This is an optimization exercise on Yosys and OpenROAD, whose aim is small area, a short achievable clock period and few clock cycles, not a production implementation. At most, simulation tests tie the RTL to the original design; equivalence was not proved. No functional check of the RTL was part of runs 1 to 3.

==> flow/design.v <==
module ex_stage #(
  parameter int unsigned DATA_W    = 32,
  parameter int unsigned STALL_IDX = 3
) (
  input  logic              clk,
  input  logic              rst,
  input  logic [5:0]        stall,
  input  logic [4:0]        exALUop,
  input  logic [DATA_W-1:0] exReg1,
  input  logic [DATA_W-1:0] exReg2,
  input  logic [4:0]        exRS1,
  input  logic [4:0]        exRS2,
  input  logic [4:0]        exWriteNum,
  input  logic              exWriteReg,
  input  logic              memWriteReg,
  input  logic [4:0]        memWriteNum,
  input  logic [DATA_W-1:0] memResult,
  input  logic              wbWriteReg,
  input  logic [4:0]        wbWriteNum,
  input  logic [DATA_W-1:0] wbResult,
  output logic [DATA_W-1:0] exResult,
  output logic [4:0]        exWriteNumOut,
  output logic              exWriteRegOut,
  output logic              stallreq
);
  localparam int unsigned DIV_K   = 4;             
  localparam int unsigned DIV_CYC = 32 / DIV_K;    
  localparam logic [4:0] OP_ADD  = 5'd1,  OP_SUB  = 5'd2,  OP_AND  = 5'd3,  OP_OR   = 5'd4;
  localparam logic [4:0] OP_XOR  = 5'd5,  OP_SLL  = 5'd6,  OP_SRL  = 5'd7,  OP_SRA  = 5'd8;
  localparam logic [4:0] OP_SLT  = 5'd9,  OP_SLTU = 5'd10, OP_MUL  = 5'd11, OP_DIV  = 5'd12;
  localparam logic [4:0] OP_DIVU = 5'd13, OP_REM  = 5'd14, OP_REMU = 5'd15;
  typedef enum logic [1:0] {IDLE, MUL, DIV, DOUT} state_t;
  state_t state;
  logic [31:0] op1, op2;
  logic        unused_stall;
  assign unused_stall = ^stall;
  always_comb begin : fwd
    op1 = exReg1;
    if (memWriteReg && memWriteNum == exRS1 && exRS1 != 5'd0)    op1 = memResult;
    else if (wbWriteReg && wbWriteNum == exRS1 && exRS1 != 5'd0) op1 = wbResult;
    op2 = exReg2;
    if (memWriteReg && memWriteNum == exRS2 && exRS2 != 5'd0)    op2 = memResult;
    else if (wbWriteReg && wbWriteNum == exRS2 && exRS2 != 5'd0) op2 = wbResult;
  end
  logic        is_sub;
  logic [32:0] sum;
  logic        lt_s, lt_u;
  logic [31:0] sh_in, sh_rev, sh_out, sh_res;
  logic [63:0] sh_wide;
  logic        is_sll, sh_fill;
  logic [31:0] alu_res;
  assign is_sub = (exALUop == OP_SUB) || (exALUop == OP_SLT) || (exALUop == OP_SLTU);
  assign sum    = {1'b0, op1} + {1'b0, is_sub ? ~op2 : op2} + {32'd0, is_sub};
  assign lt_u   = !sum[32];
  assign lt_s   = (op1[31] ^ op2[31]) ? op1[31] : sum[31];
  assign is_sll  = (exALUop == OP_SLL);
  assign sh_fill = (exALUop == OP_SRA) & op1[31];
  always_comb begin
    for (int i = 0; i < 32; i++) sh_rev[i] = op1[31-i];
  end
  assign sh_in   = is_sll ? sh_rev : op1;
  assign sh_wide = {{32{sh_fill}}, sh_in} >> op2[4:0];
  assign sh_out  = sh_wide[31:0];
  always_comb begin
    for (int i = 0; i < 32; i++) sh_res[i] = is_sll ? sh_out[31-i] : sh_out[i];
  end
  always_comb begin : alu
    alu_res = '0;
    case (exALUop)
      OP_ADD, OP_SUB:          alu_res = sum[31:0];
      OP_AND:                  alu_res = op1 & op2;
      OP_OR:                   alu_res = op1 | op2;
      OP_XOR:                  alu_res = op1 ^ op2;
      OP_SLL, OP_SRL, OP_SRA:  alu_res = sh_res;
      OP_SLT:                  alu_res = {31'd0, lt_s};
      OP_SLTU:                 alu_res = {31'd0, lt_u};
      default:                 alu_res = '0;
    endcase
  end
  logic [31:0] ra, rq, rr;
  logic [2:0]  cnt;
  logic        want_q, neg_q, neg_r;
  logic is_mul, is_div, is_signed, a_neg, b_neg;
  assign is_mul    = (exALUop == OP_MUL);
  assign is_div    = (exALUop == OP_DIV) || (exALUop == OP_DIVU) ||
                     (exALUop == OP_REM) || (exALUop == OP_REMU);
  assign is_signed = (exALUop == OP_DIV) || (exALUop == OP_REM);
  assign a_neg     = is_signed & op1[31];
  assign b_neg     = is_signed & op2[31];
  logic [31:0] m_a, m_acc, prod;
  logic [7:0]  m_b;
  assign m_a   = ra;
  assign m_b   = rq[7:0];
  assign m_acc = rr;
  logic [31:0] pp [8];
  always_comb begin
    for (int i = 0; i < 8; i++) pp[i] = (m_a & {32{m_b[i]}}) << i;
  end
  function automatic logic [63:0] csa(input logic [31:0] x, input logic [31:0] y, input logic [31:0] z);
    logic [31:0] s, c;
    s = x ^ y ^ z;
    c = ((x & y) | (x & z) | (y & z)) << 1;
    csa = {s, c};
  endfunction
  logic [31:0] l1s0, l1c0, l1s1, l1c1, l1s2, l1c2;
  logic [31:0] l2s0, l2c0, l2s1, l2c1, l3s, l3c, l4s, l4c;
  always_comb begin
    {l1s0, l1c0} = csa(pp[0], pp[1], pp[2]);
    {l1s1, l1c1} = csa(pp[3], pp[4], pp[5]);
    {l1s2, l1c2} = csa(pp[6], pp[7], m_acc);
    {l2s0, l2c0} = csa(l1s0, l1c0, l1s1);
    {l2s1, l2c1} = csa(l1c1, l1s2, l1c2);
    {l3s, l3c}   = csa(l2s0, l2c0, l2s1);
    {l4s, l4c}   = csa(l3s, l3c, l2c1);
  end
  assign prod = l4s + l4c;
  logic mul_last;
  assign mul_last = (rq[31:8] == 24'd0);
  logic [31:0] d_r [DIV_K+1];
  logic [31:0] d_q [DIV_K+1];
  always_comb begin
    d_r[0] = rr;
    d_q[0] = rq;
    for (int i = 0; i < DIV_K; i++) begin
      logic [33:0] diff;
      diff = {1'b0, d_r[i], d_q[i][31]} - {2'b0, ra};
      d_q[i+1] = {d_q[i][30:0], !diff[33]};
      d_r[i+1] = diff[33] ? {d_r[i][30:0], d_q[i][31]} : diff[31:0];
    end
  end
  logic [31:0] a_mag, b_mag;
  assign a_mag = a_neg ? -op1 : op1;
  assign b_mag = b_neg ? -op2 : op2;
  logic        div0, d_neg;
  logic [31:0] d_sel, div_res;
  assign div0    = (ra == 32'd0);
  assign d_sel   = want_q ? rq : rr;
  assign d_neg   = want_q ? (neg_q & !div0) : neg_r;
  assign div_res = d_neg ? -d_sel : d_sel;
  always_comb begin : ctl
    stallreq = 1'b0;
    unique case (state)
      IDLE:    stallreq = is_mul | is_div;
      MUL:     stallreq = !mul_last;
      DIV:     stallreq = 1'b1;
      DOUT:    stallreq = 1'b0;
      default: stallreq = 1'b0;
    endcase
    if (rst) stallreq = 1'b0;
  end
  always_ff @(posedge clk) begin : state_reg
    if (rst) state <= IDLE;
    else begin
      unique case (state)
        IDLE:    if (is_mul) state <= MUL; else if (is_div) state <= DIV;
        MUL:     if (mul_last && !stall[STALL_IDX]) state <= IDLE;
        DIV:     if (cnt == 3'(DIV_CYC - 1)) state <= DOUT;
        DOUT:    if (!stall[STALL_IDX]) state <= IDLE;
        default: state <= IDLE;
      endcase
    end
  end
  always_ff @(posedge clk) begin : data_regs
    unique case (state)
      IDLE: begin
        cnt <= '0;
        if (is_mul) begin
          ra <= op1;
          rq <= op2;
          rr <= '0;
        end else begin
          ra     <= b_mag;
          rq     <= a_mag;
          rr     <= '0;
          want_q <= (exALUop == OP_DIV) || (exALUop == OP_DIVU);
          neg_q  <= a_neg ^ b_neg;
          neg_r  <= a_neg;
        end
      end
      MUL: if (!mul_last) begin
        ra <= ra << 8;
        rq <= rq >> 8;
        rr <= prod;
      end
      DIV: begin
        cnt <= cnt + 3'd1;
        rq  <= d_q[DIV_K];
        rr  <= d_r[DIV_K];
      end
      default: ;
    endcase
  end
  logic [31:0] res;
  always_comb begin
    unique case (state)
      MUL:     res = prod;
      DOUT:    res = div_res;
      default: res = alu_res;
    endcase
  end
  assign exResult      = rst ? '0 : res;
  assign exWriteNumOut = exWriteNum;
  assign exWriteRegOut = !rst && exWriteReg && !stallreq;
endmodule
==> flow/run.sh <==
#!/bin/bash
# synth_recipe.tcl (not shown) runs the flow's synth.tcl, then flattens the netlist and writes it again
# the make line also repeats each setting of config.mk as NAME=value (left out here)
make -C /OpenROAD-flow-scripts/flow DESIGN_CONFIG=/design/flow/config.mk WORK_HOME=/design/flow/orfs CLKGATE_MAP_FILE= SYNTH_SCRIPT=/design/flow/synth_recipe.tcl finish
==> flow/config.mk <==
export PLATFORM = sky130hd
export DESIGN_NAME = ex_stage
export DESIGN_NICKNAME = ex_stage
export VERILOG_FILES = /design/flow/design.v
export SDC_FILE = /design/flow/constraint.sdc
export NUM_CORES = 4
export LEC_CHECK = 0
export CAP_MARGIN = 20
export CORE_MARGIN = 2
export CORE_UTILIZATION = 40
export SETUP_SLACK_MARGIN = 0.5
export SLEW_MARGIN = 20
==> flow/constraint.sdc <==
create_clock -name core_clock -period 17.0 [get_ports {clk}]
set_input_delay 3.4000 -clock core_clock [delete_from_list [all_inputs] [get_ports {clk}]]
set_output_delay 3.4000 -clock core_clock [all_outputs]
set_load 0.01 [all_outputs]
==> results of run 1 <==
[cell type report]
type	instances	area share, %
Multi-Input combinational cell	3565	74.9
Sequential cell	104	8.74
Timing Repair Buffer	291	7.53
Inverter	403	4.27
Tap cell	1060	3.74
Clock buffer	9	0.635
Clock inverter	7	0.176
Antenna cell	1	0.00705
[placed cells by master, fill, tap and decap left out, types with 32 or more instances in the layout]
cell / instances
nand2b_1: 33
mux2i_1: 164
fa_1: 190
xnor2_1: 210
a22oi_1: 34
o221ai_1: 36
a31oi_1: 74
and2_1: 112
ha_1: 275
a221oi_1: 56
o21a_1: 34
buf_4: 98
edfxtp_1: 102
nand4_1: 32
o21ai_1: 39
a21o_1: 79
nand2_1: 494
nand3_1: 176
clkdlybuf4s50_1: 191
a211oi_1: 65
inv_1: 393
o21ai_0: 278
xor2_1: 85
nor2_1: 225
a21oi_1: 343
nor3_1: 95
[cell families after synthesis]
group	count (synthesis)	synth area share, %
compound gates	1271	25.7
xor+xnor	295	8.00
fa+ha+maj	466	22.5
buf+inv	668	8.34
flops	104	9.61
mux	191	6.11
simple gates	1342	19.8
[timing repair]
| action | 4_1_cts | 5_1_grt |
|---|---|---|
| gates resized for setup | 0 | 1 |
| setup buffers | 0 | 4 |
| hold endpoints to repair | 0 | 0 |
| hold buffers | 0 | 0 |
| setup endpoints to repair | 0 | 33 |
[through the flow]
step / hold WS (ns) / cell area (um2) / util (%) / instances
final: 0.576 / 35500 / 44.3 / 5440
after global routing: 0.594 / 35500 / 44.3 / 5440
after CTS: 0.571 / 35400 / 44.2 / 5435
after detailed placement: 0.559 / 35200 / 43.9 / 5419
after global placement: 0.553 / 35200 / 43.9 / 5419
after floorplan: 0.515 / 32300 / - / 4337
[synthesized netlist by cell type (22+ instances only)]
| library cell | instances |
|---|---|
| o21ai_0 | 280 |
| o21bai_1 | 22 |
| a221oi_1 | 56 |
| a211oi_1 | 65 |
| clkbuf_1 | 189 |
| xor2_1 | 85 |
| a31oi_1 | 75 |
| xnor2_1 | 210 |
| or3_1 | 22 |
| o21ai_1 | 37 |
| and2_1 | 112 |
| mux2i_1 | 164 |
| nor4_1 | 22 |
| o21a_1 | 34 |
| nor3_1 | 95 |
| a21oi_1 | 345 |
| o211ai_1 | 26 |
| edfxtp_1 | 102 |
| nor2b_1 | 32 |
| o22ai_1 | 23 |
| ha_1 | 276 |
| nor2_1 | 230 |
| and3_1 | 28 |
| buf_2 | 32 |
| inv_1 | 393 |
| nand2b_1 | 33 |
| a21o_1 | 79 |
| nand3_1 | 177 |
| o221ai_1 | 36 |
| fa_1 | 190 |
| nand4_1 | 32 |
| nand2_1 | 494 |
| a22oi_1 | 34 |
| mux2_2 | 23 |
[metal layers]
layer  share of wire (%)  up-vias  wire length (um)  global-route usage, %
met5               0.047        -                67                      0
met4                 7.6       12             10700                   21.2
met3                 8.2      455             11700                   5.67
met2                  45     1677             64200                   53.4
met1                  39    16200             54900                   40.7
li1                    -    15500                 -                      -
[worst paths after layout]
path / end / slack (ns) / cells after the start
max: rr[10] / 1.34 / 51
min: cnt[0] / 0.58 / 1
max reg2reg: rr[10] / 1.34 / 51
min reg2reg: cnt[0] / 0.58 / 1
==> summary.txt, run 1 <==
Status
  • Status: timing/DRC/antenna clean

STA
  • Clock skew: ~0.014 ns
  • Part of the cycle the worst path needs: ~92%
  • Slew margin rel.: 17.3%
  • Worst slew pin tran: between 1 and 1.5 ns
  • Final setup vio count: 0
  • RSZ-0062 raised after global routing: false
  • Final Hold Fails: 0
  • Maximum clock frequency: roughly 64 MHz
  • Setup ws final: 1.34 ns
  • Fin crit period: around 16 ns
  • Setup tns final: 0 ns
  • Max Slew Vio Count: 0

Worst setup path
  • WP data required: 17.12 ns
  • Crit path DAT: between 15 and 20 ns
  • Worst Path Buf+Inv: 6
  • CP startpoint: ra[8]
  • Crit start category: flop
  • Crit-path max cell delay: ~0.76 ns
  • Crit Path Max Fanout: 48
  • CP top delay family: compound AO/OA/AOI/OAI gates
  • R2R Path Start: ra[8]
  • Slowest cell on the critical path: edfxtp_1
  • Type of the worst setup path: reg2reg
  • CP Capture Type: flop

Synth
  • Count of cell types in the netlist: 114
  • Ys flop type: edfxtp_1
  • EDFF count, synth: around 100
  • Syn_area_per_cell: about 7.4 um2
  • YS warnings: 4
  • Register area share after synthesis: 9.61%
  • Post-synth ARST share: 0%
  • Share of the synthesized area in the top cell type: around an eighth
  • Yosys reg bits: about 100
  • Net count after synthesis: 4972
  • Dominant cell type by area after synthesis: fa_1
  • Top post-synthesis cells by area: fa_1 (12%), ha_1 (11%), edfxtp_1 (9.5%), nand2_1 (5.7%), xnor2_1 (5.7%)
  • Post-Syn Area: 0.0323 mm2
  • Synth Instances: approximately 4300

Detailed routing
  • Drt total wl: 142 mm
  • Vias: between 30000 and 40000
  • Via density per instance: approximately 6.2
  • Detail Route Antenna Nets: 0
  • DR iter-0 viols: approximately 3400
  • WL/cell: 26.0 um
  • Number of remaining DRC errors: 0
  • Length of the first detailed-routing pass in iterations: 8

Finish
  • FILL cells: between 8000 and 9000
  • FF/Latch Area: ~0.0031 mm2
  • Layout cell share with drive strength beyond 1: around 5.6%
  • # nets final: 5009
  • Area growth, synth to finish: 9.93%
  • Footprint of the multi-input gates: 0.0266 mm2
  • Top flop regs: ra: 32 flops, rq: 32 flops, rr: 32 flops

Global routing
  • Largest net degree at the start of global routing: 90
  • Total Routing Usage GR: between 30% and 40%
  • Vias in the first global route: between 30000 and 40000
  • Antenna violations before repair: 9
  • First-pass GRT wire length: between 200 and 250 mm
  • Overflow after GRT: 0

Place
  • Post-detail-place hpwl: about 110 mm
  • Buffers on Ports: 192
  • Placer Congestion: roughly 1.1
  • Pre-CTS WS: 1.44 ns

Floorplan
  • Die Y-Extent: about 290 um
  • DIE AREA: just over 0.08 mm2
  • Die W: a little under 300 um
  • Core box area: between 0.08 and 0.09 mm2
  • I/O pin cnt: around 210
  • Rows: ~100
  • Initial Utilization: 40.3%

Flow run
  • Max-cap violations: 0

CTS
  • CTS Sinks: between 100 and 150
  • Insertion delay to the later sink of the worst-skew pair: 0.39 ns
  • CTS H-tree lvls: 3
  • Clk slew on worst S/H paths: approximately 0.090 ns
  • Max Root-Sink Buffers: 2
  • CTS tree: done
  • CTS buffer count: 9
  • Root Driver: clkbuf_16

Hold path
  • Hold WC Path Type: reg2reg
  • Hold_sp: cnt[0]
==> run 2, diff against run 1 <==
--- a/flow/design.v
+++ b/flow/design.v
@@ -129,12 +129,15 @@
     end
   end
   logic [31:0] a_mag, b_mag;
-  assign a_mag = a_neg ? -op1 : op1;
-  assign b_mag = b_neg ? -op2 : op2;
+  logic        mul_keep, a_short;
+  assign a_mag    = a_neg ? -op1 : op1;
+  assign b_mag    = b_neg ? -op2 : op2;
+  assign mul_keep = is_mul & !(op2[31:16] != 16'd0 && op1[31:16] == 16'd0);
+  assign a_short  = !is_mul & (a_mag[31:16] == 16'd0);
   logic        div0, d_neg;
   logic [31:0] d_sel, div_res;
   assign div0    = (ra == 32'd0);
-  assign d_sel   = want_q ? rq : rr;
+  assign d_sel   = want_q ? (rq | {32{div0}}) : rr;
   assign d_neg   = want_q ? (neg_q & !div0) : neg_r;
   assign div_res = d_neg ? -d_sel : d_sel;
   always_comb begin : ctl
@@ -164,14 +167,11 @@
     unique case (state)
       IDLE: begin
         cnt <= '0;
-        if (is_mul) begin
-          ra <= op1;
-          rq <= op2;
-          rr <= '0;
-        end else begin
-          ra     <= b_mag;
-          rq     <= a_mag;
-          rr     <= '0;
+        ra <= mul_keep ? op1 : b_mag;
+        rq <= mul_keep ? op2 : (a_short ? {a_mag[15:0], 16'd0} : a_mag);
+        rr <= '0;
+        if (a_short) cnt <= 3'(DIV_CYC / 2);
+        if (!is_mul) begin
           want_q <= (exALUop == OP_DIV) || (exALUop == OP_DIVU);
           neg_q  <= a_neg ^ b_neg;
           neg_r  <= a_neg;
--- a/flow/config.mk
+++ b/flow/config.mk
@@ -5,8 +5,9 @@
 export SDC_FILE = /design/flow/constraint.sdc
 export NUM_CORES = 4
 export LEC_CHECK = 0
+export ABC_AREA = 1
 export CAP_MARGIN = 20
 export CORE_MARGIN = 2
 export CORE_UTILIZATION = 40
-export SETUP_SLACK_MARGIN = 0.5
+export SETUP_SLACK_MARGIN = 5
 export SLEW_MARGIN = 20
==> run 2 against run 1 <==
Effect of this change:
- maximum frequency grew 32%
- global-route usage increased by 2.4 points
- via count up 20%
- worst setup slack better by 3.8 ns
- register-to-register slack better by 4.4 ns
- first-iteration DRC count is 41% higher
- die area grew 8.8%
- highest routed layer unchanged
==> summary.txt, run 2 <==
Status
  • Status: timing/DRC/antenna clean (unchanged)

Finish
  • Layout cell share with drive strength beyond 1: 5.56% (was 5.59%)
  • Area growth, synth to finish: 11.4% (was 9.93%)
  • FILL cells: 9471 (was 8298)
  • Final core area utilization: 45.1% (was 44.3%)
  • # nets final: 6689 (was 5009)
  • Most frequent cells in the layout: nand2_1 (1754), inv_1 (942), nand3_1 (621) (was nand2_1 (494), inv_1 (393), a21oi_1 (343))
  • Top flop regs: ra: 32 flops, rq: 32 flops, rr: 32 flops (unchanged)
  • Most common cell after layout, fill and taps aside: nand2_1 (unchanged)
  • Diode count: 0 (was 1)

STA
  • Part of the cycle the worst path needs: 70.0% (was 92.1%)
  • Final Hold Fails: 0 (unchanged)
  • Worst slew pin tran: 1.15 ns (was 1.23 ns)
  • Maximum clock frequency: 84.1 MHz (was 63.9 MHz)
  • Final setup vio count: 0 (unchanged)
  • Slew margin rel.: 22.4% (was 17.3%)
  • Fin crit period: 11.89 ns (was 15.66 ns)
  • Setup tns final: 0 ns (unchanged)
  • Clock skew: 0.0219 ns (was 0.0136 ns)
  • RSZ-0062 raised after global routing: true (was false)
  • Max Slew Vio Count: 0 (unchanged)

Synth
  • Adder-cell share of the synthesized area: 20.6% (was 22.5%)
  • Syn_area_per_cell: 5.88 um2 (was 7.44 um2)
  • Count of cell types in the netlist: 65 (was 114)
  • Dominant cell type by area after synthesis: nand2_1 (was fa_1)
  • Xor-xnor portion of the synthesized cell area: 4.81% (was 8.00%)
  • Share of the synthesized area in the top cell type: 18.9% (was 11.8%)
  • Top post-synthesis cells by area: nand2_1 (19%), fa_1 (11%), inv_1 (10%), ha_1 (9.8%), nand3_1 (8.9%) (was fa_1 (12%), ha_1 (11%), edfxtp_1 (9.5%), nand2_1 (5.7%), xnor2_1 (5.7%))
  • Ys flop type: edfxtp_1 (unchanged)
  • YS warnings: 4 (unchanged)
  • Largest family of logic cells by synthesized area: simple AND/OR/NAND/NOR gates (was compound AO/OA/AOI/OAI gates)
  • Top-count cell post-synth: nand2_1 (unchanged)
  • Register area share after synthesis: 8.83% (was 9.61%)
  • EDFF count, synth: 102 (unchanged)
  • Mux contribution to synthesized area: 0% (was 6.11%)
  • Commonest cells post-synth: nand2_1 (1768), inv_1 (950), nand3_1 (624), nor2_1 (413), o21ai_0 (332) (was nand2_1 (494), inv_1 (393), a21oi_1 (345), o21ai_0 (280), ha_1 (276))
  • Synth Instances: 5977 (was 4337)
  • Yosys reg bits: 104 (unchanged)
  • Post-Syn Area: 0.0352 mm2 (was 0.0323 mm2)
  • Net count after synthesis: 6612 (was 4972)
  • Post-synth ARST share: 0% (unchanged)
  • Simple-gate share of the synthesized area: 37.1% (was 19.8%)
  • Complex-gate fraction of the synthesized area: 15.1% (was 25.7%)

Floorplan
  • Core box area: 0.0869 mm2 (was 0.0802 mm2)
  • Initial Utilization: 40.5% (was 40.3%)
  • Rows: 108 (was 104)
  • Die Y-Extent: 300 um (was 288 um)
  • Die W: 300 um (was 288 um)
  • DIE AREA: 0.0903 mm2 (was 0.0830 mm2)
  • I/O pin cnt: 208 (unchanged)

CTS
  • Insertion delay to the later sink of the worst-skew pair: 0.38 ns (was 0.39 ns)
  • CTS buffer count: 9 (unchanged)
  • CTS Hold Bufs: 0 (unchanged)
  • CTS H-tree lvls: 3 (unchanged)
  • Max Root-Sink Buffers: 2 (unchanged)
  • CTS Sinks: 104 (unchanged)
  • Root Driver: clkbuf_16 (unchanged)
  • Clk slew on worst S/H paths: 0.08 ns (was 0.09 ns)
  • CTS tree: done (unchanged)

Global routing
  • Antenna violations before repair: 4 (was 9)
  • Overflow after GRT: 0 (unchanged)
  • Vias in the first global route: 38000 (was 32000)
  • Largest net degree at the start of global routing: 63 (was 90)
  • Total Routing Usage GR: 35.4% (was 33.0%)
  • First-pass GRT wire length: 241 mm (was 206 mm)

Detailed routing
  • Drt total wl: 164 mm (was 142 mm)
  • Via density per instance: 5.64 (was 6.22)
  • WL/cell: 22.7 um (was 26.0 um)
  • Length of the first detailed-routing pass in iterations: 7 (was 8)
  • DR iter-0 viols: 4839 (was 3442)
  • Vias: 40700 (was 33800)
  • Detail Route Antenna Nets: 0 (unchanged)
  • Number of remaining DRC errors: 0 (unchanged)

Worst setup path
  • R2R depth: 61 (was 51)
  • Crit-path max cell delay: 0.64 ns (was 0.76 ns)
  • Crit Path Max Fanout: 35 (was 48)
  • Crit start category: primary input (was flop)
  • Crit path DAT: 8.49 ns (was 15.78 ns)
  • Cell mode on critical path: nand2_1
  • Reg2reg setup slack: 5.70 ns (was 1.34 ns)
  • R2R Path Start: ra[7] (was ra[8])
  • Type of the worst setup path: in2out (was reg2reg)
  • WP data required: 13.60 ns (was 17.12 ns)
  • CP Capture Type: output pin (was flop)
  • Reg2reg end: rr[21] (was rr[10])
  • Slowest cell on the critical path: o21ai_1 (was edfxtp_1)

Hold path
  • Hold WC Path Type: reg2reg (unchanged)
  • End point of the worst hold path: state[1] (was cnt[0])
  • Hold_sp: state[1] (was cnt[0])
  • Hold path depth: 2 (was 1)

Place
  • Buffers on Ports: 192 (unchanged)
  • Placer Congestion: 1.10 (was 1.06)
  • Post-detail-place hpwl: 131 mm (was 113 mm)

Flow run
  • Max-cap violations: 0 (unchanged)
-- run 2: cell types whose count changed in the layout (fill, tap and decap cells not counted), moves of 56 or more --
cell	previous run	this run
and2_1	112	2
nand3_1	176	621
xnor2_1	210	75
mux2i_1	164	0
a211oi_1	65	9
a21o_1	79	22
inv_1	393	942
nor2_1	225	401
nand2_1	494	1754
-- run 2: cell families after synthesis --
group           count (synthesis)
fa+ha+maj                     466
simple gates                 3060
buf+inv                      1224
compound gates                930
flops                         104
xor+xnor                      193
-- run 2: critical path: cells and delay by family --
kind / cells / cell delay (ns)
buffers and inverters: 6 / 1.38
AND/OR/NAND/NOR: 18 / 2.04
XOR/XNOR: 1 / 0.15
adder cells (fa/ha/maj): 1 / 0.45
AO/OA/AOI/OAI: 4 / 1.06
-- run 2: metrics by stage --
| stage | hold WS, ns | setup WS, ns | cells | area, um2 |
|---|---|---|---|---|
| floorplan | 0.506 | 6.41 | 5977 | 35200 |
| global placement | 0.555 | 4.07 | 7151 | 38100 |
| detailed placement | 0.557 | 4.09 | 7152 | 38100 |
| CTS | 0.567 | 5.03 | 7199 | 38800 |
| global route | 0.593 | 4.84 | 7214 | 39200 |
| finish | 0.572 | 5.11 | 7214 | 39200 |
-- run 2: worst max path at each step --
stage / slack (ns) / from / endpoint
after CTS: 5.03 / exRS2[2] / exResult[12]
final: 5.11 / exRS2[2] / exResult[0]
after detailed placement: 4.09 / exRS1[3] / exResult[14]
after floorplan: 6.41 / exRS2[1] / exResult[18]
after global routing: 4.84 / exRS2[2] / exResult[12]
after global placement: 4.07 / exRS1[3] / exResult[14]
-- run 2: routing by layer --
| layer | vias to the layer above | share of wire, % | GRT usage [%] |
|---|---|---|---|
| li1 | 19400 | - | - |
| met1 | 18700 | 39 | 43.1 |
| met2 | 2104 | 45 | 57.9 |
| met3 | 520 | 8.5 | 5.53 |
| met4 | 4 | 8.3 | 23.8 |
| met5 | - | 0.017 | 0 |
-- run 2: layout make-up --
| cell class | instances | area [um2] | share of cell area, % |
|---|---|---|---|
| well taps | 1155 | 1450 | 3.69 |
| clock inverters | 7 | 63.8 | 0.163 |
| clock buffers | 9 | 225 | 0.575 |
| repair inverters | 1 | 7.51 | 0.0192 |
| inverters | 971 | 3680 | 9.39 |
| multi-input cells | 4653 | 27600 | 70.5 |
| flip-flops and latches | 104 | 3100 | 7.92 |
| repair buffers | 314 | 3020 | 7.70 |
-- run 2: repair_timing --
| action | 4_1_cts | 5_1_grt |
|---|---|---|
| setup endpoints to repair | 64 | 62 |
| endpoints found under the hold margin | 0 | 0 |
| setup buffers | 26 | 11 |
| resized for setup | 58 | 72 |
| pin swaps | 5 | 7 |
| gates cloned | 5 | 3 |
==> run 3, diff against run 2 <==
--- a/flow/design.v
+++ b/flow/design.v
@@ -31,6 +31,29 @@
   localparam logic [4:0] OP_DIVU = 5'd13, OP_REM  = 5'd14, OP_REMU = 5'd15;
   typedef enum logic [1:0] {IDLE, MUL, DIV, DOUT} state_t;
   state_t state;
+  function automatic logic [63:0] bk_carry(input logic [63:0] a, input logic [63:0] b,
+                                           input logic cin, input int W);
+    logic [63:0] g, p;
+    g = a & b;
+    p = a ^ b;
+    g[0] = g[0] | (p[0] & cin);
+    for (int d = 1; d < W; d = d * 2)
+      for (int i = 2*d - 1; i < W; i = i + 2*d) begin
+        g[i] = g[i] | (p[i] & g[i-d]);
+        p[i] = p[i] & p[i-d];
+      end
+    for (int d = 32; d >= 1; d = d / 2)
+      for (int i = 3*d - 1; i < W; i = i + 2*d) begin
+        g[i] = g[i] | (p[i] & g[i-d]);
+        p[i] = p[i] & p[i-d];
+      end
+    bk_carry = {g[62:0], cin};
+  endfunction
+  function automatic logic [31:0] cneg(input logic n, input logic [31:0] x);
+    logic [63:0] c;
+    c = bk_carry({32'd0, ~x}, 64'd0, 1'b1, 32);
+    cneg = n ? (~x ^ c[31:0]) : x;
+  endfunction
   logic [31:0] op1, op2;
   logic        unused_stall;
   assign unused_stall = ^stall;
@@ -79,7 +102,7 @@
   end
   logic [31:0] ra, rq, rr;
   logic [2:0]  cnt;
-  logic        want_q, neg_q, neg_r;
+  logic        want_q, neg_q, neg_r, d_cin;
   logic is_mul, is_div, is_signed, a_neg, b_neg;
   assign is_mul    = (exALUop == OP_MUL);
   assign is_div    = (exALUop == OP_DIV) || (exALUop == OP_DIVU) ||
@@ -113,7 +136,9 @@
     {l3s, l3c}   = csa(l2s0, l2c0, l2s1);
     {l4s, l4c}   = csa(l3s, l3c, l2c1);
   end
-  assign prod = l4s + l4c;
+  logic [63:0] m_c;
+  assign m_c  = bk_carry({32'd0, l4s}, {32'd0, l4c}, 1'b0, 32);
+  assign prod = l4s ^ l4c ^ m_c[31:0];
   logic mul_last;
   assign mul_last = (rq[31:8] == 24'd0);
   logic [31:0] d_r [DIV_K+1];
@@ -122,24 +147,28 @@
     d_r[0] = rr;
     d_q[0] = rq;
     for (int i = 0; i < DIV_K; i++) begin
+      logic [63:0] x, y, c;
       logic [33:0] diff;
-      diff = {1'b0, d_r[i], d_q[i][31]} - {2'b0, ra};
+      x    = {31'd0, d_r[i], d_q[i][31]};
+      y    = {30'd0, 2'b11, ra};
+      c    = bk_carry(x, y, d_cin, 34);
+      diff = x[33:0] ^ y[33:0] ^ c[33:0];
       d_q[i+1] = {d_q[i][30:0], !diff[33]};
       d_r[i+1] = diff[33] ? {d_r[i][30:0], d_q[i][31]} : diff[31:0];
     end
   end
-  logic [31:0] a_mag, b_mag;
+  logic [31:0] a_mag, b_add;
   logic        mul_keep, a_short;
-  assign a_mag    = a_neg ? -op1 : op1;
-  assign b_mag    = b_neg ? -op2 : op2;
+  assign a_mag    = cneg(a_neg, op1);
+  assign b_add    = b_neg ? op2 : ~op2;
   assign mul_keep = is_mul & !(op2[31:16] != 16'd0 && op1[31:16] == 16'd0);
   assign a_short  = !is_mul & (a_mag[31:16] == 16'd0);
   logic        div0, d_neg;
   logic [31:0] d_sel, div_res;
-  assign div0    = (ra == 32'd0);
+  assign div0    = d_cin & (ra == 32'hFFFF_FFFF);
   assign d_sel   = want_q ? (rq | {32{div0}}) : rr;
   assign d_neg   = want_q ? (neg_q & !div0) : neg_r;
-  assign div_res = d_neg ? -d_sel : d_sel;
+  assign div_res = cneg(d_neg, d_sel);
   always_comb begin : ctl
     stallreq = 1'b0;
     unique case (state)
@@ -167,8 +196,9 @@
     unique case (state)
       IDLE: begin
         cnt <= '0;
-        ra <= mul_keep ? op1 : b_mag;
+        ra <= is_mul ? (mul_keep ? op1 : op2) : b_add;
         rq <= mul_keep ? op2 : (a_short ? {a_mag[15:0], 16'd0} : a_mag);
+        d_cin <= !b_neg;
         rr <= '0;
         if (a_short) cnt <= 3'(DIV_CYC / 2);
         if (!is_mul) begin
--- a/flow/config.mk
+++ b/flow/config.mk
@@ -8,6 +8,6 @@
 export ABC_AREA = 1
 export CAP_MARGIN = 20
 export CORE_MARGIN = 2
-export CORE_UTILIZATION = 40
+export CORE_UTILIZATION = 60
 export SETUP_SLACK_MARGIN = 5
 export SLEW_MARGIN = 20
==> run 3 against run 2 <==
Effect of this change:
- still clean
- synthesized cell count decreased by 16%
- maximum frequency decreased by 0.74%
- critical endpoint is now exResult[31]
- highest routed layer unchanged
==> summary.txt, run 3 <==
Worst setup path
  • CP top delay family: simple AND/OR/NAND/NOR gates (unchanged)
  • Slowest cell on the critical path: clkdlybuf4s50_1 (was o21ai_1)
  • WP data required: 13.60 ns (about the same)
  • CP Capture Type: output pin (unchanged)
  • Crit Path Max Fanout: 22 (was 35)
  • Worst Path Buf+Inv: 6 (unchanged)
  • Type of the worst setup path: in2out (unchanged)
  • Crit start category: primary input (unchanged)
  • Cell mode on critical path: nand2_1 (unchanged)
  • CP Depth: 26 (was 30)
  • R2R depth: 63 (was 61)
  • Crit path DAT: 8.58 ns (was 8.49 ns)
  • Crit-path max cell delay: 0.59 ns (was 0.64 ns)

Floorplan
  • I/O pin cnt: 208 (unchanged)
  • DIE AREA: 0.0556 mm2 (was 0.0903 mm2)
  • Die Y-Extent: 236 um (was 300 um)
  • Core box area: 0.0529 mm2 (was 0.0869 mm2)
  • Die W: 236 um (was 300 um)
  • Rows: 84 (was 108)
  • Initial Utilization: 61.0% (was 40.5%)

Synth
  • Top-count cell post-synth: nand2_1 (unchanged)
  • Register area share after synthesis: 9.71% (was 8.83%)
  • Syn_area_per_cell: 6.39 um2 (was 5.88 um2)
  • YS warnings: 4 (unchanged)
  • EDFF count, synth: 103 (was 102)
  • Commonest cells post-synth: nand2_1 (1239), inv_1 (908), nand3_1 (574), ha_1 (296), nor2_1 (278) (was nand2_1 (1768), inv_1 (950), nand3_1 (624), nor2_1 (413), o21ai_0 (332))
  • Count of cell types in the netlist: 63 (was 65)
  • Share of the synthesized area in the top cell type: 16.6% (was 18.9%)
  • Synth Instances: 5050 (was 5977)
  • Yosys reg bits: 105 (was 104)
  • Ys flop type: edfxtp_1 (unchanged)
  • Dominant cell type by area after synthesis: fa_1 (was nand2_1)
  • Post-Syn Area: 0.0323 mm2 (was 0.0352 mm2)
  • Net count after synthesis: 5783 (was 6612)
  • Top post-synthesis cells by area: fa_1 (17%), nand2_1 (14%), ha_1 (11%), inv_1 (11%), edfxtp_1 (9.6%) (was nand2_1 (19%), fa_1 (11%), inv_1 (10%), ha_1 (9.8%), nand3_1 (8.9%))
  • Post-synth ARST share: 0% (unchanged)

Place
  • Pre-CTS WS: 3.40 ns (was 4.09 ns)
  • Placed cell count: 5761 (was 7152)
  • Post-detail-place hpwl: 101 mm (was 131 mm)
  • Placer Congestion: 1.07 (was 1.10)
  • Buffers on Ports: 192 (unchanged)
  • Placed Area: 0.0347 mm2 (was 0.0381 mm2)

STA
  • Worst slew pin tran: 1.06 ns (was 1.15 ns)
  • Final setup vio count: 0 (unchanged)
  • RSZ-0062 raised after global routing: true (unchanged)
  • Fin crit period: 11.98 ns (was 11.89 ns)
  • Setup ws final: 5.02 ns (was 5.11 ns)
  • Maximum clock frequency: 83.4 MHz (was 84.1 MHz)
  • Final Hold Fails: 0 (unchanged)
  • Clock skew: 0.0139 ns (was 0.0219 ns)
  • Slew margin rel.: 28.9% (was 22.4%)
  • Part of the cycle the worst path needs: 70.5% (was 70.0%)
  • Max Slew Vio Count: 0 (unchanged)
  • Setup tns final: 0 ns (unchanged)

CTS
  • CTS H-tree lvls: 3 (unchanged)
  • Max Root-Sink Buffers: 2 (unchanged)
  • Root Driver: clkbuf_16 (unchanged)
  • Clk slew on worst S/H paths: 0.09 ns (was 0.08 ns)
  • Insertion delay to the later sink of the worst-skew pair: 0.39 ns (was 0.38 ns)
  • CTS buffer count: 9 (unchanged)
  • CTS Sinks: 105 (was 104)
  • CTS tree: done (unchanged)

Finish
  • Most frequent cells in the layout: nand2_1 (1219), inv_1 (900), nand3_1 (570) (was nand2_1 (1754), inv_1 (942), nand3_1 (621))
  • Most common cell after layout, fill and taps aside: nand2_1 (unchanged)
  • # nets final: 5861 (was 6689)
  • Top flop regs: ra: 32 flops, rq: 32 flops, rr: 32 flops (unchanged)
  • Footprint of the multi-input gates: 0.0249 mm2 (was 0.0276 mm2)
  • FILL cells: 4913 (was 9471)
  • FF/Latch Area: 0.00313 mm2 (was 0.00310 mm2)
  • Final non-filler cell total: 5823 (was 7214)
  • Area growth, synth to finish: 10.9% (was 11.4%)
  • Layout cell share with drive strength beyond 1: 6.10% (was 5.56%)
  • Fin area: 0.0358 mm2 (was 0.0392 mm2)

Flow run
  • Max-cap violations: 0 (unchanged)

Detailed routing
  • Length of the first detailed-routing pass in iterations: 8 (was 7)
  • DR iter-0 viols: 5240 (was 4839)
  • Drt total wl: 133 mm (was 164 mm)
  • WL/cell: 22.8 um (was 22.7 um)
  • Vias: 35900 (was 40700)
  • Via density per instance: 6.16 (was 5.64)
  • Number of remaining DRC errors: 0 (unchanged)
  • Detail Route Antenna Nets: 0 (unchanged)

Hold path
  • Hold WC Path Type: reg2reg (unchanged)
  • Hold path depth: 1 (was 2)

Global routing
  • Vias in the first global route: 33500 (was 38000)
  • Largest net degree at the start of global routing: 67 (was 63)
  • Antenna violations before repair: 7 (was 4)
  • Total Routing Usage GR: 46.8% (was 35.4%)
  • Overflow after GRT: 0 (unchanged)
  • First-pass GRT wire length: 198 mm (was 241 mm)

Status
  • Status: timing/DRC/antenna clean (unchanged)
run 3: through the flow:
stage / utilization [%] / hold slack [ns]
final: 67.7 / 0.591
after global routing: 67.7 / 0.599
after CTS: 66.6 / 0.576
after detailed placement: 65.6 / 0.564
after global placement: 65.5 / 0.556
after floorplan: - / 0.538
run 3: worst reg2reg max path: cells and delay by family, from the launching register on:
kind / cells / cell delay [ns]
xor+xnor: 1 / 0.16
flops: 1 / 0.36
buf+inv: 9 / 1.29
simple gates: 30 / 3.61
compound gates: 16 / 3.05
fa+ha+maj: 7 / 2.49
run 3: final timing paths:
kind	start	to	slack, ns
worst max register to register	ra[0]	rr[31]	5.75
worst min-delay path	cnt[0]	cnt[0]	0.59
worst max-delay path	exRS1[1]	exResult[31]	5.02
worst min register to register	cnt[0]	cnt[0]	0.59
run 3: cell type report:
class | instances | share of cell area [%]
Multi-Input combinational cell | 3767 | 69.6
Inverter | 928 | 9.84
Sequential cell | 105 | 8.76
Timing Repair Buffer | 317 | 8.58
Tap cell | 688 | 2.41
Clock buffer | 10 | 0.640
Clock inverter | 6 | 0.168
Antenna cell | 2 | 0.0140
run 3: layer usage:
| layer | global-route usage (%) | vias to the layer above | share of wire (%) |
|---|---|---|---|
| li1 | - | 16400 | - |
| met5 | 0 | - | 0.049 |
| met3 | 9.05 | 619 | 12 |
| met1 | 57.8 | 16500 | 36 |
| met2 | 72.6 | 2405 | 43 |
| met4 | 35.2 | 10 | 9.5 |
run 3: cell families after synthesis:
family | synth area share (%)
AO/OA/AOI/OAI | 13.9
XOR/XNOR | 3.50
adder cells (fa/ha/maj) | 28.1
buffers and inverters | 14.3
flip-flops | 9.71
AND/OR/NAND/NOR | 30.5
run 3: repair_timing:
action	in CTS	in global routing
setup endpoints to repair	65	55
hold buffers	0	0
resized for setup	44	82
pin swaps	5	15
setup buffers	12	23
gates cloned	5	3
==> run 4, diff against run 3 <==
--- a/flow/design.v
+++ b/flow/design.v
@@ -112,12 +112,29 @@
   assign b_neg     = is_signed & op2[31];
   logic [31:0] m_a, m_acc, prod;
   logic [7:0]  m_b;
+  logic        m_p;
   assign m_a   = ra;
   assign m_b   = rq[7:0];
   assign m_acc = rr;
-  logic [31:0] pp [8];
-  always_comb begin
-    for (int i = 0; i < 8; i++) pp[i] = (m_a & {32{m_b[i]}}) << i;
+  logic [31:0] pp [4];
+  logic [31:0] hot;
+  logic [8:0]  bb;
+  assign bb = {m_b, m_p};
+  always_comb begin
+    hot = '0;
+    for (int j = 0; j < 4; j++) begin
+      logic b0, b1, b2, one, two, neg;
+      logic [31:0] x;
+      b0  = bb[2*j];
+      b1  = bb[2*j+1];
+      b2  = bb[2*j+2];
+      one = b0 ^ b1;
+      two = (b2 & !b1 & !b0) | (!b2 & b1 & b0);
+      neg = b2 & !(b1 & b0);
+      x   = (({32{one}} & m_a) | ({32{two}} & (m_a << 1))) ^ {32{neg}};
+      pp[j]      = x << (2*j);
+      hot[2*j]   = neg;
+    end
   end
   function automatic logic [63:0] csa(input logic [31:0] x, input logic [31:0] y, input logic [31:0] z);
     logic [31:0] s, c;
@@ -125,22 +142,18 @@
     c = ((x & y) | (x & z) | (y & z)) << 1;
     csa = {s, c};
   endfunction
-  logic [31:0] l1s0, l1c0, l1s1, l1c1, l1s2, l1c2;
-  logic [31:0] l2s0, l2c0, l2s1, l2c1, l3s, l3c, l4s, l4c;
+  logic [31:0] l1s0, l1c0, l1s1, l1c1, l2s, l2c, l3s, l3c;
   always_comb begin
     {l1s0, l1c0} = csa(pp[0], pp[1], pp[2]);
-    {l1s1, l1c1} = csa(pp[3], pp[4], pp[5]);
-    {l1s2, l1c2} = csa(pp[6], pp[7], m_acc);
-    {l2s0, l2c0} = csa(l1s0, l1c0, l1s1);
-    {l2s1, l2c1} = csa(l1c1, l1s2, l1c2);
-    {l3s, l3c}   = csa(l2s0, l2c0, l2s1);
-    {l4s, l4c}   = csa(l3s, l3c, l2c1);
+    {l1s1, l1c1} = csa(pp[3], m_acc, hot);
+    {l2s, l2c}   = csa(l1s0, l1c0, l1s1);
+    {l3s, l3c}   = csa(l2s, l2c, l1c1);
   end
   logic [63:0] m_c;
-  assign m_c  = bk_carry({32'd0, l4s}, {32'd0, l4c}, 1'b0, 32);
-  assign prod = l4s ^ l4c ^ m_c[31:0];
+  assign m_c  = bk_carry({32'd0, l3s}, {32'd0, l3c}, 1'b0, 32);
+  assign prod = l3s ^ l3c ^ m_c[31:0];
   logic mul_last;
-  assign mul_last = (rq[31:8] == 24'd0);
+  assign mul_last = (rq[31:8] == 24'd0) && (!rq[7] || cnt == 3'd3);
   logic [31:0] d_r [DIV_K+1];
   logic [31:0] d_q [DIV_K+1];
   always_comb begin
@@ -196,6 +209,7 @@
     unique case (state)
       IDLE: begin
         cnt <= '0;
+        m_p <= 1'b0;
         ra <= is_mul ? (mul_keep ? op1 : op2) : b_add;
         rq <= mul_keep ? op2 : (a_short ? {a_mag[15:0], 16'd0} : a_mag);
         d_cin <= !b_neg;
@@ -208,6 +222,8 @@
         end
       end
       MUL: if (!mul_last) begin
+        cnt <= cnt + 3'd1;
+        m_p <= rq[7];
         ra <= ra << 8;
         rq <= rq >> 8;
         rr <= prod;
==> flow/flow/run.sh (new file) <==
#!/bin/bash
set -euo pipefail
MARGIN=8
sed -E "s/SETUP_SLACK_MARGIN=[0-9.]+/SETUP_SLACK_MARGIN=${MARGIN}/" standard.sh > own_standard.sh
grep -q "SETUP_SLACK_MARGIN=${MARGIN}" own_standard.sh
bash own_standard.sh > flow_make.log 2>&1
==> flow/standard.sh (new file) <==
#!/bin/bash
# synth_recipe.tcl (not shown) runs the flow's synth.tcl, then flattens the netlist and writes it again
# the make line also repeats each setting of config.mk as NAME=value (left out here)
make -C /OpenROAD-flow-scripts/flow DESIGN_CONFIG=/design/flow/config.mk WORK_HOME=/design/flow/orfs CLKGATE_MAP_FILE= SYNTH_SCRIPT=/design/flow/synth_recipe.tcl "${@:-finish}"
removed: flow/run.sh
==> run 4 against run 3 <==
Effect of this change:
- the flow now stops in 5_1_grt
- synthesized cell count is 10% lower
- area after synthesis is 6.6% lower
==> summary.txt, run 4 <==
Status
  • Fail Step: 5_1_grt
  • Status: did not finish (was timing/DRC/antenna clean)
  • First error: [ERROR GRT-0232] Routing congestion too high. Check the congestion heatmap in the GUI.

STA
  • WEP type: register input
  • Post-GRT worst EP: rr[16]$_DFFE_PP_/D

CTS
  • CTS H-tree lvls: 3 (unchanged)
  • CTS Hold Bufs: 0 (unchanged)
  • Root Driver: clkbuf_16 (unchanged)
  • CTS buffer count: 9 (unchanged)
  • Max Root-Sink Buffers: 2 (unchanged)
  • CTS Sinks: 106 (was 105)

Place
  • Placed Area: 0.0327 mm2 (was 0.0347 mm2)
  • Post-detail-place hpwl: 101 mm (about the same)
  • Placer Congestion: 1.06 (was 1.07)
  • Buffers on Ports: 192 (unchanged)

Synth
  • Net count after synthesis: 5201 (was 5783)
  • Dominant cell type by area after synthesis: ha_1 (was fa_1)
  • Top-count cell post-synth: nand2_1 (unchanged)
  • Yosys reg bits: 106 (was 105)
  • EDFF count, synth: 104 (was 103)
  • Ys flop type: edfxtp_1 (unchanged)
  • Synth Instances: 4544 (was 5050)
  • Post-synth ARST share: 0% (unchanged)
  • Register area share after synthesis: 10.5% (was 9.71%)
  • Commonest cells post-synth: nand2_1 (922), nand3_1 (631), inv_1 (516), ha_1 (322), o21ai_0 (263) (was nand2_1 (1239), inv_1 (908), nand3_1 (574), ha_1 (296), nor2_1 (278))
  • Top post-synthesis cells by area: ha_1 (13%), nand2_1 (11%), fa_1 (11%), nand3_1 (10%), edfxtp_1 (10%) (was fa_1 (17%), nand2_1 (14%), ha_1 (11%), inv_1 (11%), edfxtp_1 (9.6%))
  • Count of cell types in the netlist: 67 (was 63)
  • Share of the synthesized area in the top cell type: 13.4% (was 16.6%)
  • YS warnings: 4 (unchanged)
  • Syn_area_per_cell: 6.63 um2 (was 6.39 um2)
  • Post-Syn Area: 0.0301 mm2 (was 0.0323 mm2)

Floorplan
  • Initial Utilization: 60.4% (was 61.0%)
  • Rows: 82 (was 84)
  • I/O pin cnt: 208 (unchanged)
  • Die Y-Extent: 228 um (was 236 um)
  • Die W: 228 um (was 236 um)

Global routing
  • Largest net degree at the start of global routing: 70
  • Total Routing Usage GR: approximately nine tenths
  • Overflow after GRT: between 800 and 900
==> run 4: cell count changes after synthesis, moves of 22 or more <==
cell,previous run,this run
nand3_1,574,631
nor2_1,278,217
o21ai_1,92,44
nand2_1,1239,922
a21oi_1,231,253
o211ai_1,23,56
fa_1,268,166
ha_1,296,322
inv_1,908,516
xor2_1,71,175
o22ai_1,2,121
==> run 4: repair_timing <==
action / in CTS
setup endpoints to repair: 99
cloned: 52
pin swaps: 348
buffers inserted: 306
resized for setup: 974
endpoints found under the hold margin: 0
==> run 4: cells by family after synthesis <==
| group | count (synthesis) | synth area share (%) |
|---|---|---|
| XOR/XNOR | 235 | 6.83 |
| flip-flops | 106 | 10.5 |
| adder cells (fa/ha/maj) | 488 | 24.4 |
| AO/OA/AOI/OAI | 927 | 18.2 |
| buffers and inverters | 806 | 10.7 |
| AND/OR/NAND/NOR | 1982 | 29.4 |
==> run 4: metal layers <==
| metal | track usage [%] | GRT overflow |
|---|---|---|
| met5 | 64.8 | 5 |
| met4 | 94.4 | 276 |
| met3 | 82.4 | 58 |
| met2 | 101 | 464 |
| met1 | 89.0 | 50 |
==> run 4: how the worst max path moves through the flow <==
stage,from,to,slack [ns],depth (start not counted)
after CTS,exRS2[3],exResult[27],6.43,30
after global placement,ra[0],rr[27],4.50,55
after detailed placement,ra[0],rr[23],4.16,55
after floorplan,exRS2[1],exResult[22],6.95,31
==> run 4: metrics by stage <==
step	utilization, %	worst slack (ns)	std cells
after CTS	79.5	6.43	5594
after global placement	65.6	4.50	5219
after floorplan	-	6.95	4544
after detailed placement	65.6	4.16	5220
Testbench counts of run 4, summed over its fixed seeds: cycles 25,030.
==> run 5, diff against run 4 <==
==> flow/run.sh (new file) <==
#!/bin/bash
# synth_recipe.tcl (not shown) runs the flow's synth.tcl, then flattens the netlist and writes it again
# the make line also repeats each setting of config.mk as NAME=value (left out here)
make -C /OpenROAD-flow-scripts/flow DESIGN_CONFIG=/design/flow/config.mk WORK_HOME=/design/flow/orfs CLKGATE_MAP_FILE= SYNTH_SCRIPT=/design/flow/synth_recipe.tcl finish
removed: flow/flow/run.sh
removed: flow/standard.sh
==> run 5 against run 4 <==
Effect of this change:
- now clean on timing, DRC and antenna
- area after synthesis is the same
- synthesized cell count is the same
==> summary.txt, run 5 <==
Synth
  • Top post-synthesis cells by area: ha_1 (13%), nand2_1 (11%), fa_1 (11%), nand3_1 (10%), edfxtp_1 (10%) (unchanged)
  • Post-Syn Area: 0.0301 mm2 (unchanged)
  • Yosys reg bits: 106 (unchanged)
  • Syn_area_per_cell: 6.63 um2 (unchanged)
  • Count of cell types in the netlist: 67 (unchanged)
  • Ys flop type: edfxtp_1 (unchanged)
  • Share of the synthesized area in the top cell type: 13.4% (unchanged)
  • EDFF count, synth: 104 (unchanged)
  • Top-count cell post-synth: nand2_1 (unchanged)
  • Register area share after synthesis: 10.5% (unchanged)
  • YS warnings: 4 (unchanged)
  • Synth Instances: 4544 (unchanged)
  • Post-synth ARST share: 0% (unchanged)
  • Commonest cells post-synth: nand2_1 (922), nand3_1 (631), inv_1 (516), ha_1 (322), o21ai_0 (263) (unchanged)
  • Net count after synthesis: 5201 (unchanged)
  • Dominant cell type by area after synthesis: ha_1 (unchanged)

STA
  • Hold WS: about 0.58 ns
  • RSZ-0062 raised after global routing: true
  • Clock skew: ~0.014 ns
  • Maximum clock frequency: around 84 MHz
  • Part of the cycle the worst path needs: a little over two thirds
  • Max Slew Vio Count: 0
  • Setup tns final: 0 ns
  • Slew margin rel.: 17.4%
  • Final Hold Fails: 0
  • Final setup vio count: 0
  • Worst slew pin tran: roughly 1.2 ns
  • Fin crit period: around 12 ns

CTS
  • CTS buffer count: 9 (unchanged)
  • Insertion delay to the later sink of the worst-skew pair: between 0.3 and 0.4 ns
  • Root Driver: clkbuf_16 (unchanged)
  • CTS tree: done
  • CTS Sinks: 106 (unchanged)
  • Max Root-Sink Buffers: 2 (unchanged)
  • CTS H-tree lvls: 3 (unchanged)
  • Clk slew on worst S/H paths: approximately 0.080 ns

Place
  • Post-detail-place hpwl: 99.7 mm (was 101 mm)
  • Buffers on Ports: 192 (unchanged)
  • Placer Congestion: 1.12 (was 1.06)

Hold path
  • Hold WC Path Type: reg2reg
  • Hold_sp: cnt[0]

Worst setup path
  • Crit Path Max Fanout: 38
  • Crit start category: primary input
  • CP Capture Type: output pin
  • Type of the worst setup path: in2out
  • Slowest cell on the critical path: clkdlybuf4s50_1
  • Crit-path max cell delay: approximately 0.56 ns
  • Worst Path Buf+Inv: 6
  • Cell mode on critical path: nand2_1
  • Crit path DAT: 8.47 ns
  • R2R Path Start: rq[31]
  • WP data required: approximately 14 ns
  • CP top delay family: simple AND/OR/NAND/NOR gates
  • CP startpoint: exRS2[4]

Detailed routing
  • Length of the first detailed-routing pass in iterations: 8
  • DR iter-0 viols: ~4800
  • Detail Route Antenna Nets: 0
  • Drt total wl: 130 mm
  • Vias: ~35000
  • Via density per instance: around 6.5
  • WL/cell: approximately 25 um
  • Number of remaining DRC errors: 0

Floorplan
  • DIE AREA: 0.0520 mm2
  • Rows: 82 (unchanged)
  • Initial Utilization: 60.4% (unchanged)
  • I/O pin cnt: 208 (unchanged)
  • Die W: 228 um (unchanged)
  • Die Y-Extent: 228 um (unchanged)
  • Core box area: ~0.050 mm2

Global routing
  • Total Routing Usage GR: between 40% and 50%
  • Antenna violations before repair: 4
  • Largest net degree at the start of global routing: 67
  • Vias in the first global route: around 33000
  • First-pass GRT wire length: ~200 mm
  • Overflow after GRT: 0

Finish
  • Layout cell share with drive strength beyond 1: about 7%
  • FILL cells: around 4600
  • Top flop regs: ra: 32 flops, rq: 32 flops, rr: 32 flops
  • # nets final: around 5300
  • Area growth, synth to finish: 11.1%
  • Most common cell after layout, fill and taps aside: nand2_1
  • Most frequent cells in the layout: nand2_1 (915), nand3_1 (630), inv_1 (507)
  • Final core area utilization: between 60% and 70%

Status
  • Status: timing/DRC/antenna clean (was did not finish)

Flow run
  • Max-cap violations: 0
## run 5: final timing paths
check            endpoint  cells after the start  slack, ns
max reg2reg         rr[9]                     58       5.60
max          exResult[13]                     26       5.13
min                cnt[0]                      1       0.58
min reg2reg        cnt[0]                      1       0.58
## run 5: final cells by class
cell class / instances / area [um2] / share of cell area [%]
diodes: 4 / 10.0 / 0.0299
clock buffers: 9 / 225 / 0.673
clock inverters: 7 / 52.6 / 0.157
inverters: 562 / 2140 / 6.41
multi-input cells: 3637 / 24200 / 72.3
flip-flops and latches: 106 / 3160 / 9.45
well taps: 672 / 841 / 2.51
repair buffers: 289 / 2810 / 8.39
repair inverters: 2 / 10.0 / 0.0299
## run 5: repair_timing
action	in CTS	in global routing
setup endpoints to repair	56	54
gates resized for setup	42	81
pin swaps	2	9
cloned	6	2
hold buffers	0	0
setup buffers	5	33
## run 5: cell families after synthesis
| kind of cell | count (synthesis) | share of synthesized area (%) |
|---|---|---|
| compound gates | 927 | 18.2 |
| buf+inv | 806 | 10.7 |
| xor+xnor | 235 | 6.83 |
| simple gates | 1982 | 29.4 |
| flops | 106 | 10.5 |
| fa+ha+maj | 488 | 24.4 |
## run 5: metal layers
metal | up-vias | wire length (um) | global-route usage (%)
li1 | 15600 | - | -
met3 | 707 | 14700 | 11.1
met4 | 4 | 13700 | 41.4
met2 | 2366 | 56000 | 76.6
met1 | 15900 | 45500 | 56.8
met5 | - | 31 | 0
## run 5: per-stage QoR
stage               worst slack, ns  std cells  instance area [um2]
floorplan                      6.73       4544                30100
global placement               3.94       5221                32300
detailed placement             3.66       5221                32300
CTS                            5.03       5248                32800
global route                   4.98       5284                33500
finish                         5.13       5288                33500
==> run 6, diff against run 5 <==
--- a/flow/design.v
+++ b/flow/design.v
@@ -171,11 +171,20 @@
     end
   end
   logic [31:0] a_mag, b_add;
-  logic        mul_keep, a_short;
+  logic        mul_keep, a_short, a_tiny;
   assign a_mag    = cneg(a_neg, op1);
   assign b_add    = b_neg ? op2 : ~op2;
   assign mul_keep = is_mul & !(op2[31:16] != 16'd0 && op1[31:16] == 16'd0);
   assign a_short  = !is_mul & (a_mag[31:16] == 16'd0);
+  assign a_tiny   = a_short & (a_mag[15:8] == 8'd0);
+  logic [31:0] b_low, a_top;
+  logic        a_lt_b;
+  assign b_low = ~b_add;
+  always_comb begin
+    a_top[31] = a_mag[31];
+    for (int i = 30; i >= 0; i--) a_top[i] = a_top[i+1] | a_mag[i];
+  end
+  assign a_lt_b = |(b_low & ~a_top);
   logic        div0, d_neg;
   logic [31:0] d_sel, div_res;
   assign div0    = d_cin & (ra == 32'hFFFF_FFFF);
@@ -197,7 +206,7 @@
     if (rst) state <= IDLE;
     else begin
       unique case (state)
-        IDLE:    if (is_mul) state <= MUL; else if (is_div) state <= DIV;
+        IDLE:    if (is_mul) state <= MUL; else if (is_div) state <= a_lt_b ? DOUT : DIV;
         MUL:     if (mul_last && !stall[STALL_IDX]) state <= IDLE;
         DIV:     if (cnt == 3'(DIV_CYC - 1)) state <= DOUT;
         DOUT:    if (!stall[STALL_IDX]) state <= IDLE;
@@ -211,10 +220,12 @@
         cnt <= '0;
         m_p <= 1'b0;
         ra <= is_mul ? (mul_keep ? op1 : op2) : b_add;
-        rq <= mul_keep ? op2 : (a_short ? {a_mag[15:0], 16'd0} : a_mag);
+        rq <= mul_keep ? op2 : (a_tiny ? {a_mag[7:0], 24'd0} :
+                                a_short ? {a_mag[15:0], 16'd0} : a_mag) & {32{!(is_div & a_lt_b)}};
         d_cin <= !b_neg;
-        rr <= '0;
-        if (a_short) cnt <= 3'(DIV_CYC / 2);
+        rr <= (is_div & a_lt_b) ? a_mag : 32'd0;
+        if (a_tiny) cnt <= 3'(DIV_CYC * 3 / 4);
+        else if (a_short) cnt <= 3'(DIV_CYC / 2);
         if (!is_mul) begin
           want_q <= (exALUop == OP_DIV) || (exALUop == OP_DIVU);
           neg_q  <= a_neg ^ b_neg;
==> flow/flow/run.sh (new file) <==
#!/bin/bash
# Own flow: the standard layout (standard.sh, unchanged synthesis and steps) with two
# settings changed on make's command line:
#  - ports are buffered with plain buf_1 cells (resizable later) instead of delay buffers.
set -euo pipefail
bash standard.sh SETUP_SLACK_MARGIN=8 \
  "BUFFER_PORTS_ARGS=-buffer_cell sky130_fd_sc_hd__buf_1" finish > flow_make.log 2>&1
==> flow/standard.sh (new file) <==
#!/bin/bash
# synth_recipe.tcl (not shown) runs the flow's synth.tcl, then flattens the netlist and writes it again
# the make line also repeats each setting of config.mk as NAME=value (left out here)
make -C /OpenROAD-flow-scripts/flow DESIGN_CONFIG=/design/flow/config.mk WORK_HOME=/design/flow/orfs CLKGATE_MAP_FILE= SYNTH_SCRIPT=/design/flow/synth_recipe.tcl "${@:-finish}"
--- a/flow/config.mk
+++ b/flow/config.mk
@@ -8,6 +8,7 @@
 export ABC_AREA = 1
 export CAP_MARGIN = 20
 export CORE_MARGIN = 2
-export CORE_UTILIZATION = 60
+export CORE_UTILIZATION = 50
 export SETUP_SLACK_MARGIN = 5
 export SLEW_MARGIN = 20
+export TNS_END_PERCENT = 0
removed: flow/run.sh
==> run 6 against run 5 <==
Effect of this change:
- clock-buffer cell count did not move
- sequential cell count did not move
- final cell count rose by 1.1%
- still clean on timing, DRC and antenna
- global-route usage fell by 6.1 points
- synthesized cell count fell by 3.9%
==> summary.txt, run 6 <==
Status
  • Status: timing/DRC/antenna clean (unchanged)

Floorplan
  • Die W: 246 um (was 228 um)
  • Die Y-Extent: 246 um (was 228 um)

Worst setup path
  • Crit-path max cell delay: 0.51 ns (was 0.56 ns)
  • Type of the worst setup path: in2out (unchanged)
  • Crit start category: primary input (unchanged)
  • CP Capture Type: output pin (unchanged)
  • Crit Path Max Fanout: 33 (was 38)

Global routing
  • First-pass GRT wire length: 194 mm (was 195 mm)
  • Vias in the first global route: 30900 (was 32500)
  • Antenna violations before repair: 4 (unchanged)
  • Largest net degree at the start of global routing: 68 (was 67)
  • Grt met3 use: 4.74% (was 11.1%)
  • Overflow after GRT: 0 (unchanged)
  • Met1 usage in global routing: 53.3% (was 56.8%)

Detailed routing
  • Via density per instance: 6.15 (was 6.54)
  • WL/cell: 24.7 um (was 24.6 um)
  • DR iter-0 viols: 3540 (was 4750)
  • Number of remaining DRC errors: 0 (unchanged)
  • Vias: 32900 (was 34600)

Synth
  • Post-Syn Area: 0.0294 mm2 (was 0.0301 mm2)
  • Dominant cell type by area after synthesis: ha_1 (unchanged)
  • Ys flop type: edfxtp_1 (unchanged)
  • Net count after synthesis: 5023 (was 5201)
  • Post-synth ARST share: 0% (unchanged)
  • EDFF count, synth: 104 (unchanged)
  • Synth Instances: 4366 (was 4544)
  • Commonest cells post-synth: nand2_1 (992), inv_1 (461), o21ai_0 (389), ha_1 (322), nor2_1 (287) (was nand2_1 (922), nand3_1 (631), inv_1 (516), ha_1 (322), o21ai_0 (263))

STA
  • Setup tns final: 0 ns (unchanged)
  • Final setup vio count: 0 (unchanged)
  • Worst slew pin tran: 1.16 ns (was 1.23 ns)
  • Max Slew Vio Count: 0 (unchanged)
  • Slew margin rel.: 22.3% (was 17.4%)
  • RSZ-0062 raised after global routing: true (unchanged)
  • Setup ws final: 5.23 ns (was 5.13 ns)

CTS
  • CTS tree: done (unchanged)
  • Root Driver: clkbuf_16 (unchanged)
  • Clk slew on worst S/H paths: 0.08 ns (about the same)
  • CTS H-tree lvls: 3 (unchanged)

Finish
  • Area growth, synth to finish: 14.9% (was 11.1%)

Place
  • Placer Congestion: 1.03 (was 1.12)
  • Buffers on Ports: 192 (unchanged)
  • Placed cell count: 5169 (was 5221)

Hold path
  • Hold WC Path Type: reg2reg (unchanged)
-- run 6: routing by layer --
layer  vias up  share of wire [%]
met5         -             0.0098
met4         2                9.3
met3       438                8.1
met2      1733                 44
met1     15500                 38
li1      15200                  -
-- run 6: stage by stage --
| step | cell area (um2) | hold WS [ns] | util, % |
|---|---|---|---|
| 5_1_grt | 33800 | 0.556 | 58.3 |
| 4_1_cts | 33300 | 0.539 | 57.5 |
| 2_1_floorplan | 29600 | 0.494 | - |
| 3_3_place_gp | 30800 | 0.521 | 53.2 |
| 6_report | 33800 | 0.549 | 58.3 |
| 3_5_place_dp | 30800 | 0.527 | 53.2 |
-- run 6: area by class of cell --
class / instances / area (um2) / share of cell area (%)
antenna: 4 / 10.0 / 0.0296
clock buffer: 9 / 225 / 0.667
clock inverter: 7 / 63.8 / 0.189
inverter: 506 / 1980 / 5.87
multi-input combinational: 3531 / 24400 / 72.3
sequential: 106 / 3160 / 9.37
tap: 765 / 957 / 2.83
timing repair buffer: 411 / 2900 / 8.59
timing repair inverter: 6 / 48.8 / 0.145
-- run 6: worst reg2reg max path, delay by kind of cell (launching register included) --
| kind | cells | cell delay, ns |
|---|---|---|
| adders and majority gates | 5 | 1.62 |
| and+or+nand+nor | 34 | 3.26 |
| buffers and inverters | 12 | 1.36 |
| DFF | 1 | 0.47 |
| AOI/OAI and AO/OA | 28 | 4.53 |
-- run 6: what timing repair did --
| action | CTS | global route |
|---|---|---|
| buffers inserted | 96 | 38 |
| endpoints found under the setup margin | 99 | 99 |
| resized for setup | 245 | 53 |
| cloned | 22 | 0 |
| pin swaps | 78 | 55 |
-- run 6: final timing paths --
| path | startpoint | to | slack (ns) | depth (start not counted) |
|---|---|---|---|---|
| hold / removal | state[1] | state[1] | 0.55 | 2 |
| setup reg to reg | rq[31] | rr[5] | 5.54 | 79 |
| setup / recovery | exRS2[4] | exResult[18] | 5.23 | 31 |
| hold reg to reg | state[1] | state[1] | 0.55 | 2 |
-- run 6: kinds of logic after synthesis --
family	synth area share, %
flops	10.8
mux	0.511
fa+ha+maj	25.0
buf+inv	9.81
xor+xnor	8.31
compound gates	22.4
simple gates	23.2
Testbench counts of run 6, summed over its fixed seeds: cycles 23,534.

==> port drivers added, routing unchanged <==
How much do the figures lean on ideal ports? The routed layouts below were timed once more, with nothing changed but the port constraints.
Step 1 sets driving cells, clkbuf_16 on the clock port and buf_2 on the other inputs (assumed; they add their load-dependent delay and slew).
Step 2 adds t to the input delays and takes it off the output delays; t is the mean of the earliest and latest rising clock arrival at the registers after step 1. Input paths then give back, and output paths get back, about the clock's delay inside the block.
a / b / c = ideal / step 1 / step 2; a / b = the first two.
run | t, ns | slack for setup (ns) | hold WS [ns] | worst data-port slew with drivers (ns) | pins driven straight from the clock port
run 1 | 0.446 | 1.339 / 1.339 / 1.339 | 0.576 / 0.576 / 0.576 | 0.09 | 1
run 2 | 0.429 | 5.105 / 5.072 / 5.072 | 0.572 / 0.572 / 0.572 | 0.07 | 1
run 3 | 0.437 | 5.016 / 4.979 / 4.979 | 0.591 / 0.591 / 0.591 | 0.07 | 1
run 5 | 0.436 | 5.135 / 5.112 / 5.112 | 0.582 / 0.582 / 0.582 | 0.07 | 1
run 6 | 0.443 | 5.229 / 5.173 / 5.173 | 0.549 / 0.549 / 0.549 | 0.08 | 1
After both steps setup and hold are still met in every run listed. The setup slack of run 6, which loses most, moves by -0.056 ns with the drivers and by -0.056 ns with both steps.
